This is an optimization exercise on Yosys and OpenROAD, whose aim is small area, a short achievable clock period and few clock cycles per item, not a production implementation. No functional check of the RTL was part of this run.

==> design/flow/design.v <==
`default_nettype none
package q16alu_pkg;
	localparam int DATA_W = 32;
	localparam int CMD_W  = 3;
	localparam int DIV_BPS = 2;	 
	typedef enum logic [CMD_W-1:0] {
		CMD_MUL   = 3'd0,
		CMD_DIV   = 3'd1,
		CMD_SIGN  = 3'd2,
		CMD_FLOOR = 3'd3,
		CMD_CEIL  = 3'd4,
		CMD_ROUND = 3'd5,
		CMD_ABS   = 3'd6
	} cmd_t;
endpackage
`default_nettype wire
`default_nettype none
module q16_16_fixed_point_alu #(
	parameter int FRAC_BITS = 16
) (
	input  wire logic                            clk,
	input  wire logic                            arst_n,
	input  wire logic                            in_valid,
	output logic                                 in_ready,
	input  wire logic [q16alu_pkg::CMD_W-1:0]    cmd,
	input  wire logic signed [q16alu_pkg::DATA_W-1:0] operand_a,
	input  wire logic signed [q16alu_pkg::DATA_W-1:0] operand_b,
	output logic                                 out_valid,
	input  wire logic                            out_ready,
	output logic signed [q16alu_pkg::DATA_W-1:0] result,
	output logic                                 divide_by_zero
);
	localparam logic [2:0] CMD_MUL   = 3'd0;
	localparam logic [2:0] CMD_DIV   = 3'd1;
	localparam logic [2:0] CMD_SIGN  = 3'd2;
	localparam logic [2:0] CMD_FLOOR = 3'd3;
	localparam logic [2:0] CMD_CEIL  = 3'd4;
	localparam logic [2:0] CMD_ROUND = 3'd5;
	localparam logic [2:0] CMD_ABS   = 3'd6;
	localparam logic [2:0] S_IDLE = 3'd0;
	localparam logic [2:0] S_ABS  = 3'd1;	 
	localparam logic [2:0] S_DIVA = 3'd2;	 
	localparam logic [2:0] S_DIV  = 3'd3;
	localparam logic [2:0] S_FIN  = 3'd4;	 
	localparam logic [2:0] S_MUL  = 3'd5;
	localparam logic [2:0] S_DONE = 3'd6;	 
	logic [2:0]  st;
	logic [5:0]  cnt;
	logic        neg, qb, dzp, bneg;
	logic [33:0] R;
	logic [31:0] Q, D;
	logic [31:0] res;
	logic        dz, ov;
	logic [33:0] X, Y, S;
	logic        sub;
	assign S = X + (Y ^ {34{sub}}) + {33'd0, sub};
	logic        bit_in, dsub;
	logic [2:0]  bd;
	logic [33:0] dsx;
	assign bit_in = !cnt[5] && Q[31];
	assign bd     = {Q[1], Q[0], qb};
	assign dsx    = {{2{D[31]}}, D};
	always_comb begin
		case (st)
			S_DIV:   X = {1'b0, R[31:0], bit_in};
			S_MUL:   X = (cnt <= 6'd8) ? {{2{R[33]}}, R[33:2]} : R;
			default: X = R;
		endcase
		Y = '0; sub = 1'b0;
		case (st)
			S_ABS, S_DIVA: begin Y = {2'b0, Q}; sub = Q[31]; end
			S_FIN:         begin Y = {2'b0, Q}; sub = neg; end
			S_DIV:         begin Y = dsx; sub = !bneg; end
			S_MUL: begin
				case (bd)
					3'b001, 3'b010, 3'b101, 3'b110: Y = dsx;
					3'b011, 3'b100:                 Y = {dsx[32:0], 1'b0};
					default:                        Y = '0;
				endcase
				sub = Q[1];
			end
			default: ;
		endcase
	end
	assign dsub = S[33];	 
	logic [15:0] fr, inc;
	logic        a_zero, b_zero, fr_nz, up, triv, dz_in, mskip;
	logic [31:0] tv;
	always_comb begin
		fr     = operand_a[15:0];
		inc    = operand_a[31:16] + 16'd1;
		a_zero = operand_a == '0;
		b_zero = operand_b == '0;
		fr_nz  = fr != '0;
		up     = fr[15] && (!operand_a[31] || fr[14:0] != '0);
		dz_in  = (cmd == CMD_DIV) && b_zero;
		triv   = !(cmd == CMD_ABS || (cmd[2:1] == 2'b00 && !a_zero && !b_zero));
		mskip  = !fr_nz;
		case (cmd)
			CMD_SIGN:  tv = a_zero ? '0 : (operand_a[31] ? '1 : 32'd1);
			CMD_FLOOR: tv = {operand_a[31:16], 16'd0};
			CMD_CEIL:  tv = fr_nz ? {inc, 16'd0} : operand_a;
			CMD_ROUND: tv = up ? {inc, 16'd0} : {operand_a[31:16], 16'd0};
			default:   tv = '0;
		endcase
	end
	logic [31:0] am, bm;
	logic [32:0] ta;	 
	logic [31:0] tb;	 
	logic        k32, k16;
	always_comb begin
		am = Q ^ {32{Q[31]}};
		bm = D ^ {32{D[31]}};
		ta[0] = 1'b1;
		for (int i = 0; i < 32; i++) begin
			ta[i+1] = |(am >> i);
			tb[i]   = |(bm >> i);
		end
		k32 = |(tb & ~ta[31:0]);
		k16 = k32 || !(&ta[15:0]) || |(tb[16:0] & ~ta[32:16]);
	end
	logic out_free, fin_st, take, mlast;
	assign out_free = !ov || out_ready;
	assign fin_st   = (st == S_DONE) || (st == S_FIN) || (st == S_ABS);
	assign in_ready = (st == S_IDLE) || (fin_st && !ov);
	assign take     = in_valid && in_ready;
	assign mlast    = (cnt == 6'd15) || (cnt[3] && (Q[31:1] == '0 || Q[31:1] == '1));
	always_ff @(posedge clk or negedge arst_n) begin
		if (!arst_n) begin
			st <= S_IDLE;
			ov <= 1'b0;
		end else begin
			if (ov && out_ready)
				ov <= 1'b0;
			case (st)
				S_DIVA: st <= S_DIV;
				S_DIV:  if (cnt == 6'd47) st <= S_FIN;
				S_MUL:  if (mlast) st <= S_DONE;
				default: ;
			endcase
			if (fin_st) begin
				if (out_free) begin
					ov <= 1'b1;
					st <= S_IDLE;
				end else begin
					st <= S_DONE;
				end
			end
			if (take) begin
				if (triv) begin
					if (st == S_IDLE && out_free)
						ov <= 1'b1;
					else
						st <= S_DONE;
				end else if (cmd == CMD_ABS) st <= S_ABS;
				else if (cmd == CMD_DIV)     st <= S_DIVA;
				else                         st <= S_MUL;
			end
		end
	end
	always_ff @(posedge clk) begin
		case (st)
			S_DIVA: begin
				if (k32) begin
					R <= {2'b0, S[31:0]};
					Q <= '0;
					cnt <= 6'd32;
				end else if (k16) begin
					R <= {18'd0, S[31:16]};
					Q <= {S[15:0], 16'd0};
					cnt <= 6'd16;
				end else begin
					R <= '0;
					Q <= S[31:0];
					cnt <= 6'd0;
				end
			end
			S_DIV: begin
				if (cnt == 6'd47)   R <= '0;
				else if (dsub)      R <= X;
				else                R <= S;
				Q   <= {Q[30:0], !dsub};
				cnt <= cnt + 6'd1;
			end
			S_MUL: begin
				R   <= S;
				Q   <= {{2{Q[31]}}, Q[31:2]};
				qb  <= Q[1];
				if (cnt[3])
					D <= {D[29:0], 2'b0};
				cnt <= cnt + 6'd1;
			end
			default: ;
		endcase
		if (fin_st) begin
			if (out_free) begin
				res <= S[31:0];
				dz  <= (st == S_DONE) && dzp;
			end else begin
				R <= S;
			end
		end
		if (st == S_FIN || st == S_ABS || st == S_MUL)
			dzp <= 1'b0;
		if (take) begin
			neg  <= operand_a[31] ^ operand_b[31];
			bneg <= operand_b[31];
			D    <= operand_b;
			qb   <= 1'b0;
			if (cmd == CMD_MUL && mskip) begin
				Q   <= {{16{operand_a[31]}}, operand_a[31:16]};
				cnt <= 6'd8;
			end else begin
				Q   <= operand_a;
				cnt <= 6'd0;
			end
			if (triv) begin
				if (st == S_IDLE && out_free) begin
					res <= tv;
					dz  <= dz_in;
				end else begin
					R   <= {2'b0, tv};
					dzp <= dz_in;
				end
			end else begin
				R <= '0;
			end
		end
	end
	assign out_valid      = ov;
	assign result         = res;
	assign divide_by_zero = dz;
endmodule
`default_nettype wire
==> design/flow/run.sh <==
#!/bin/bash
# synth_recipe.tcl (not shown) runs the flow's synth.tcl, then flattens the netlist and writes it again
# the make line also repeats each setting of config.mk as NAME=value (left out here)
make -C /OpenROAD-flow-scripts/flow DESIGN_CONFIG=/design/flow/config.mk WORK_HOME=/design/flow/orfs CLKGATE_MAP_FILE= SYNTH_SCRIPT=/design/flow/synth_recipe.tcl finish
==> design/flow/config.mk <==
export PLATFORM = sky130hd
export DESIGN_NAME = q16_16_fixed_point_alu
export DESIGN_NICKNAME = q16_16_fixed_point_alu
export VERILOG_FILES = /design/flow/design.v
export SDC_FILE = /design/flow/constraint.sdc
export NUM_CORES = 4
export LEC_CHECK = 0
export ABC_CLOCK_PERIOD_IN_PS = 3000
export CAP_MARGIN = 20
export CORE_MARGIN = 2
export CORE_UTILIZATION = 40
export SETUP_SLACK_MARGIN = 5
export SLEW_MARGIN = 20
==> design/flow/constraint.sdc <==
create_clock -name core_clock -period 10.0 [get_ports {clk}]
set_input_delay 2.0000 -clock core_clock [delete_from_list [all_inputs] [get_ports {clk}]]
set_output_delay 2.0000 -clock core_clock [all_outputs]
set_load 0.01 [all_outputs]
==> run notes <==
layer usage:
layer	vias up	global-route usage (%)	share of wire, %
met2	1141	52.4	43
met3	222	7.95	11
met1	7512	44.6	39
met5	-	0	0
met4	0	20.3	6.5
li1	7087	-	-
cell type report:
type / count / area [µm²]
fillers: 3261 / 16800
multi-input cells: 1515 / 10000
flip-flops and latches: 145 / 3650
repair buffers: 196 / 1850
well taps: 448 / 561
clock buffers: 20 / 450
inverters: 32 / 124
clock inverters: 12 / 104
timing repair:
action	4_1_cts	5_1_grt
resized for setup	64	88
hold buffers	0	0
pin swaps	15	24
setup buffers	29	27
endpoints found under the setup margin	93	83
cloned	5	1
tightest hold or removal path: stages, from the launching register on:
cell,delay [ns]
dfxtp_1,0.31
nand2_1,0.05
a31oi_1,0.07
cells in the final DEF (no fill, tap or decap), drive strengths merged, types with 52 or more instances in the layout:
cell type,instances
nor2,98
edfxtp,72
mux2i,52
clkdlybuf4s50,105
nand2,369
a21oi,128
buf,90
o21ai,127
a22oi,52
dfxtp,69
flip-flops by register name (all words and copies together), names as in the netlist:
signal,cells
D,32
Q,32
R,34
bneg,1
cnt,6
dz,1
dzp,1
neg,1
ov,1
qb,1
res,32
st,3
worst max path at each step:
| stage | endpoint | slack [ns] | cells after the start | startpoint |
|---|---|---|---|---|
| 2_1_floorplan | R[24] | 5.07 | 20 | st[1] |
| 3_3_place_gp | R[25] | 2.98 | 16 | st[0] |
| 3_5_place_dp | R[25] | 2.79 | 16 | st[0] |
| 4_1_cts | R[25] | 4.99 | 19 | Q[0] |
| 5_1_grt | R[2] | 4.88 | 21 | Q[0] |
| 6_report | R[31] | 4.95 | 19 | st[1] |
kinds of logic after synthesis:
| group | share of synthesized area [%] |
|---|---|
| AOI/OAI and AO/OA | 29.9 |
| xor gates and xnor gates | 3.28 |
| adders and majority gates | 3.64 |
| buffers and inverters | 5.21 |
| DFF | 26.8 |
| muxes | 4.86 |
| and+or+nand+nor | 26.3 |
stage by stage:
step | hold WS, ns
5_1_grt | 0.497
2_1_floorplan | 0.453
3_5_place_dp | 0.470
3_3_place_gp | 0.469
6_report | 0.478
4_1_cts | 0.482
==> impl_metrics.py <==
metrics = {
    "grt": {
        "grt-ovfl-total": 0,
        "grt_pass1_vias": 14526,
        "track_usage_pct": 34.4,
        "grt_pass1_wl_um": 93000,
        "antenna_found_initial": 1,
        "grt_max_degree": 68,
    },
    "setup_path": {
        "start_kind": "register",
        "critical_path_buf_inv_count": 5,
        "critPathMostFrequentCell": "buf_4",
        "regToRegStartpoint": "st[1]",
        "r2r_setup_slack_ns": 4.95,
        "slowest_stage": "mux2i_1",
        "rr_endpoint": "R[31]",
        "crit_family": "compound AO/OA/AOI/OAI gates",
        "path_cells": "clkinvlp_4 -> nand3_4 -> buf_4 -> o21ai_4 -> a222oi_1 -> mux2i_1 -> ha_1 -> and3_1 -> a221oi_2 -> o21ai_0 -> a21oi_1 -> o21ai_2 -> buf_4 -> xnor2_2 -> buf_12 -> nor2_2 -> buf_4 -> a221oi_1 -> a21oi_1",
        "arrival_ns": 5.38,
        "cp-end-kind": "register",
        "required_ns": 10.33,
        "crit_type": "register to register",
        "slowest_delay_ns": 0.57,
        "reg2regPathDepth": 19,
        "crit_path_max_fanout": 24,
    },
    "timing": {
        "hold_viol": 0,
        "finalCritPeriodShare_pct": 50.5,
        "slew_violations": 0,
        "tightest_slew_ns": 1.17,
        "rsz0062_at_grt": "true",
        "fmax_mhz": 198,
        "setup_ws_ns": 4.95,
        "fin_tns_setup_ns": 0,
        "fin_worst_skew_ns": 0.0208,
        "period_minus_slack_ns": 5.05,
        "setup_viol": 0,
        "max-slew-margin-rel_pct": 21.9,
    },
    "clocking": {
        "cts_tree": "built",
        "path_clk_slew_ns": 0.07,
        "htreeDepth": 4,
        "insertion_delay_ns": 0.47,
        "clkSinkCount": 145,
        "ctsLongestPathBuffers": 2,
        "cts_buffers": 17,
        "cts_root_buf": "clkbuf_16",
    },
    "logic_synthesis": {
        "yosysSeqAreaShare_pct": 26.8,
        "syn_nets": 1943,
        "netlist_area_mm2": 0.0136,
        "synth-edff-count": 72,
        "yosysTopAreaCell": "edfxtp_1",
        "synth_most_common_cell": "nand2_1",
        "avgSynthCellArea_um2": 7.42,
        "synth.area.top_cells": "edfxtp_1 16%, dfxtp_1 10%, nand2_1 10%",
        "netlist_instances": 1833,
        "synth_top_area_share_pct": 15.9,
        "synth_warnings": 1,
        "synth_seq_cells": 145,
        "synthArstFlopShare_pct": 2.76,
        "synth_ff_type": "edfxtp_1",
        "ys_types": 85,
        "synth_common_cells": "368 x nand2_1, 128 x a21oi_1, 122 x o21ai_0",
    },
    "floorplan": {
        "die_height_um": 188,
        "ioPinCount": 106,
        "die_area_mm2": 0.0355,
        "core-area_mm2": 0.0335,
        "die_x_um": 188,
        "num_rows": 67,
        "start_util_pct": 40.6,
    },
    "routing": {
        "first_iter_violations": 2553,
        "num_vias": 15962,
        "drt_pass1_iterations": 14,
        "vias_per_cell": 6.74,
        "routed_wl_um": 63000,
        "post_drt_wl_per_cell_um": 26.6,
        "postRouteAntennaNets": 0,
        "drcViolationCount": 0,
    },
    "placed_design": {
        "place_congestion": 0.996,
        "dpl_cell_area_mm2": 0.0149,
        "pre_cts_ws_ns": 2.79,
        "dp.cells": 2274,
        "place_hpwl_um": 44600,
        "io_buffers": 105,
    },
    "layout": {
        "finalNetCount": 2017,
        "instances_no_fill": 2368,
        "area_growth_pct": 23.3,
        "utilization_pct": 50.0,
        "drive_above_1_share_pct": 14.5,
        "antenna_cells": 0,
        "final_cell_area_mm2": 0.0168,
    },
    "hold_path": {
        "hold_path_depth": 2,
        "worstHoldStart": "res[14]",
        "hold_path_class": "register to register",
        "min_to": "res[14]",
    },
    "status": {
        "status": "no timing/DRC/antenna violations",
    },
    "job": {
        "drv_cap": 0,
    },
}

==> port drivers added, routing unchanged <==
How much do the figures lean on ideal ports? The routed layout below was timed once more, with nothing changed but the port constraints.
Step 1, drivers: a clkbuf_16 drives clk and a buf_2 each remaining input, both assumed.
Step 2 moves the port delays by t, midway between the first and last clock arrival at a register: inputs arrive t later, outputs are due t later. That takes back most of the time a late clock gives input paths.
Slacks: no drivers / after step 1 / after step 2; pairs: no drivers / after step 1.
shift t [ns]: 0.516
slack for setup (ns): 4.948 / 4.948 / 4.639
hold WS [ns]: 0.478 / 0.478 / 0.478
latest minus earliest clock arrival (ns): 0.021 / 0.021
worst slew at a driven data input, ns: 0.05
After both steps this run still meets setup and hold. The setup slack of this run moves by 0.000 ns with the drivers and by -0.309 ns with both steps.
